This is an optimization exercise on Yosys and OpenROAD, whose aim is small area, a short achievable clock period and few clock cycles per item, not a production implementation.
Function was checked by simulation only, so behaviour that the tests miss may differ from the original.
No activity file was given, so power comes from the tool's default toggle rates.

## kernel_user_access_record_table_unit
module kernel_user_access_record_table_unit #(
    parameter int unsigned TABLE_DEPTH = kuart_pkg::DEFAULT_TABLE_DEPTH
) (
    input  wire logic                   aclk,
    input  wire logic                   aresetn,
    input  wire logic                   s_tvalid,
    output logic                        s_tready,
    input  wire logic [kuart_pkg::S_TDATA_W-1:0] s_tdata,
    input  wire logic [1:0]             s_tuser,
    output logic                        m_tvalid,
    input  wire logic                   m_tready,
    output logic [kuart_pkg::M_TDATA_W-1:0] m_tdata,
    output logic                        m_tlast,
    input  wire logic                   cfg_we,
    input  wire logic                   cfg_index,
    input  wire logic [31:0]            cfg_data
);
    localparam int unsigned N = TABLE_DEPTH;
    logic [31:0] target_reg, exempt_reg;
    logic [N-1:0] valid_reg, pend_reg;
    logic         pend_any;   
    logic [31:0] ent_ctx [N];
    logic [31:0] ent_thr [N];
    logic [30:0] ent_adr [N];
    logic [31:0] ent_pc  [N];
    logic [N-1:0] ent_thr0;
    logic        q_valid;
    logic        q_fault, q_viol, q_rd, q_thr0;
    logic [31:0] q_ctx, q_thr, q_pc;
    logic [30:0] q_adr;
    logic        q_rel, q_hold, q_relhold;
    logic [N-1:0] q_v;    
    localparam int unsigned BW = 37;
  ...
Size: roughly 6800 cells after synthesis, about 220 I/O pins, roughly 0.10 sq mm of cells after synthesis.
clock: 6.0 ns
lec_check: 0
cap_margin: 20
core_margin: 2
core_utilization: 60
cts_cluster_diameter: 60
cts_cluster_size: 20
setup_slack_margin: 3.2
slew_margin: 20
standard.sh (not shown) runs the stock make flow with config.mk's settings and CLKGATE_MAP_FILE= SYNTH_SCRIPT=/design/flow/synth_recipe.tcl, a recipe that flattens the netlist after the stock synthesis.
==> flow/flow/run.sh <==
#!/bin/bash
# Standard layout, with two changes: the port buffers are buf_4 cells instead of delay
# buffers, and timing repair may resize a cell to any drive strength of its function,
# not only to cells of the same footprint.
set -euo pipefail
bash standard.sh "BUFFER_PORTS_ARGS=-buffer_cell sky130_fd_sc_hd__buf_4" MATCH_CELL_FOOTPRINT=0 finish > layout.log 2>&1
The starting point finished with timing, DRC and antenna clean.
Testbench counts at the start, summed over its fixed seeds: cycles 5,231, items 4,800.
Edit:
==> flow/flow/run.sh (replaced) <==
#!/bin/bash
# Standard layout, with three changes: the port buffers are buf_4 cells instead of delay
# buffers, timing repair may resize a cell to any drive strength of its function, not
# only to cells of the same footprint, and CTS inserts no dummy loads.
set -euo pipefail
bash standard.sh "BUFFER_PORTS_ARGS=-buffer_cell sky130_fd_sc_hd__buf_4" MATCH_CELL_FOOTPRINT=0 \
  "CTS_ARGS=-sink_clustering_enable -repair_clock_nets -dont_use_dummy_load" \
  finish > layout.log 2>&1
--- a/flow/config.mk
+++ b/flow/config.mk
@@ -11,3 +11 @@
-export CTS_CLUSTER_DIAMETER = 60
-export CTS_CLUSTER_SIZE = 20
-export SETUP_SLACK_MARGIN = 3.2
+export SETUP_SLACK_MARGIN = 3.4
After rerunning:
- critical path depth fell by 1
- final cell count goes up by about 0.8%
- worst setup slack gets better by 76 ps
- sequential power barely changes

========
== v35 ==
kernel_user_access_record_table_unit again, from the RTL that the note above started with.
clock: 6.0 ns
lec_check: 0
cap_margin: 20
core_margin: 2
core_utilization: 70
setup_slack_margin: 3.2
slew_margin: 20
==> flow/flow/run.sh <==
#!/bin/bash
# Standard layout, with two changes: the port buffers are buf_4 cells instead of delay
# buffers, and timing repair may resize a cell to any drive strength of its function,
# not only to cells of the same footprint.
set -euo pipefail
bash standard.sh "BUFFER_PORTS_ARGS=-buffer_cell sky130_fd_sc_hd__buf_4" MATCH_CELL_FOOTPRINT=0 finish > layout.log 2>&1
Testbench counts of v35, summed over its fixed seeds: cycles 5,231, items 4,800.
The inputs of v16 differ from those of v35 as listed below.
Settings: a change of CORE_UTILIZATION from 70 to 60.
[summary]
v16 vs. v35: final period utilization went down by 2.0 points. v16 reports a lower routed length per instance than v35 does. Against v35, the final cell area of v16 is higher.

========
Another version of the RTL of kernel_user_access_record_table_unit (not shown whole).
Size in the first run: ~2,400 flip-flops, about 220 I/O pins.
==> flow/config.mk <==
export PLATFORM = sky130hd
export DESIGN_NAME = kernel_user_access_record_table_unit
export DESIGN_NICKNAME = kernel_user_access_record_table_unit
export VERILOG_FILES = /design/flow/design.v
export SDC_FILE = /design/flow/constraint.sdc
export NUM_CORES = 4
export LEC_CHECK = 0
export CAP_MARGIN = 20
export CORE_MARGIN = 2
export CORE_UTILIZATION = 60
export CTS_CLUSTER_DIAMETER = 60
export CTS_CLUSTER_SIZE = 20
export SETUP_SLACK_MARGIN = 3.2
export SLEW_MARGIN = 20
==> flow/constraint.sdc <==
create_clock -name core_clock -period 6.0 [get_ports {aclk}]
set_input_delay 1.2000 -clock core_clock [delete_from_list [all_inputs] [get_ports {aclk}]]
set_output_delay 1.2000 -clock core_clock [all_outputs]
set_load 0.01 [all_outputs]
run.sh (not shown) runs the stock make flow with config.mk's settings and CLKGATE_MAP_FILE= SYNTH_SCRIPT=/design/flow/synth_recipe.tcl, a recipe that flattens the netlist after the stock synthesis.
Stock flow here: none of the scripts above is used.
Testbench counts at the start, summed over its fixed seeds: cycles 5,223, items 4,800.
Edit:
==> flow/flow/run.sh (new file) <==
#!/bin/bash
# Standard layout, with two changes: the floorplan step's timing repair runs without the
# setup margin (it only has wire-load estimates then), and CTS inserts no dummy loads.
set -euo pipefail
bash standard.sh SETUP_SLACK_MARGIN=0 floorplan > floorplan.log 2>&1
bash standard.sh "CTS_ARGS=-sink_clustering_enable -repair_clock_nets -dont_use_dummy_load" finish > finish.log 2>&1
==> flow/standard.sh (new file) <==
#!/bin/bash
# synth_recipe.tcl (not shown) runs the flow's synth.tcl, then flattens the netlist and writes it again
# the make line also repeats each setting of config.mk as NAME=value (left out here)
make -C /OpenROAD-flow-scripts/flow DESIGN_CONFIG=/design/flow/config.mk WORK_HOME=/design/flow/orfs CLKGATE_MAP_FILE= SYNTH_SCRIPT=/design/flow/synth_recipe.tcl "${@:-finish}"
Settings changed: CTS_CLUSTER_DIAMETER 60 to not set, CTS_CLUSTER_SIZE 20 to not set.
removed: flow/run.sh
The changed run finished clean.
Routed wire length goes up by 0.61%.
Setup slack improves by 0.017 ns.
Non-clock buffer count rose by 68.
Global-route usage hardly moves.
Total power rose by 2.5%.
Register-to-register slack gains 0.02 ns.
Clock power increases by about 6%.
Via count barely changes.
Edit:
==> flow/run.sh (new file) <==
#!/bin/bash
# synth_recipe.tcl (not shown) runs the flow's synth.tcl, then flattens the netlist and writes it again
# the make line also repeats each setting of config.mk as NAME=value (left out here)
make -C /OpenROAD-flow-scripts/flow DESIGN_CONFIG=/design/flow/config.mk WORK_HOME=/design/flow/orfs CLKGATE_MAP_FILE= SYNTH_SCRIPT=/design/flow/synth_recipe.tcl finish
removed: flow/flow/run.sh
removed: flow/standard.sh
=>
- count of clock-buffer cells in the layout is higher by 68
- wire length hardly moves
- global-route usage is about the same
- worst setup slack hardly moves

## re-timing with driven ports
In the flow no input, the clock included, has a driving cell. The finished layouts below were timed again as built, in two steps.
Step 1 sets driving cells, clkbuf_16 on the clock port and buf_2 on the other inputs (assumed; they add their load-dependent delay and slew).
Step 2 also shifts input and output timing later by t, the mid clock arrival at the registers, as if the neighbouring blocks saw the same clock.
Three values: ideal, step 1, step 2; two values: the first two.
run | shift t [ns] | setup slack, ns | clock arrival spread, ns
the first run of note 1 | 0.934 | 3.028 / 3.038 / 2.104 | 0.036 / 0.036
the second run of note 1 | 0.957 | 3.104 / 3.129 / 2.173 | 0.072 / 0.071
v35 | 0.947 | 2.998 / 3.051 / 2.104 | 0.042 / 0.042
v16 | 0.980 | 3.117 / 3.134 / 2.154 | 0.034 / 0.035
the first run of note 3 | 0.923 | 2.910 / 2.910 / 2.296 | 0.040 / 0.040
the second run of note 3 | 0.953 | 2.927 / 2.927 / 2.232 | 0.071 / 0.071
the third run of note 3 | 0.964 | 2.927 / 2.927 / 2.231 | 0.039 / 0.039
After both steps every run listed still meets setup and hold. For v16, which loses most, drivers alone change the setup slack by +0.017 ns; drivers and shift together by -0.963 ns.
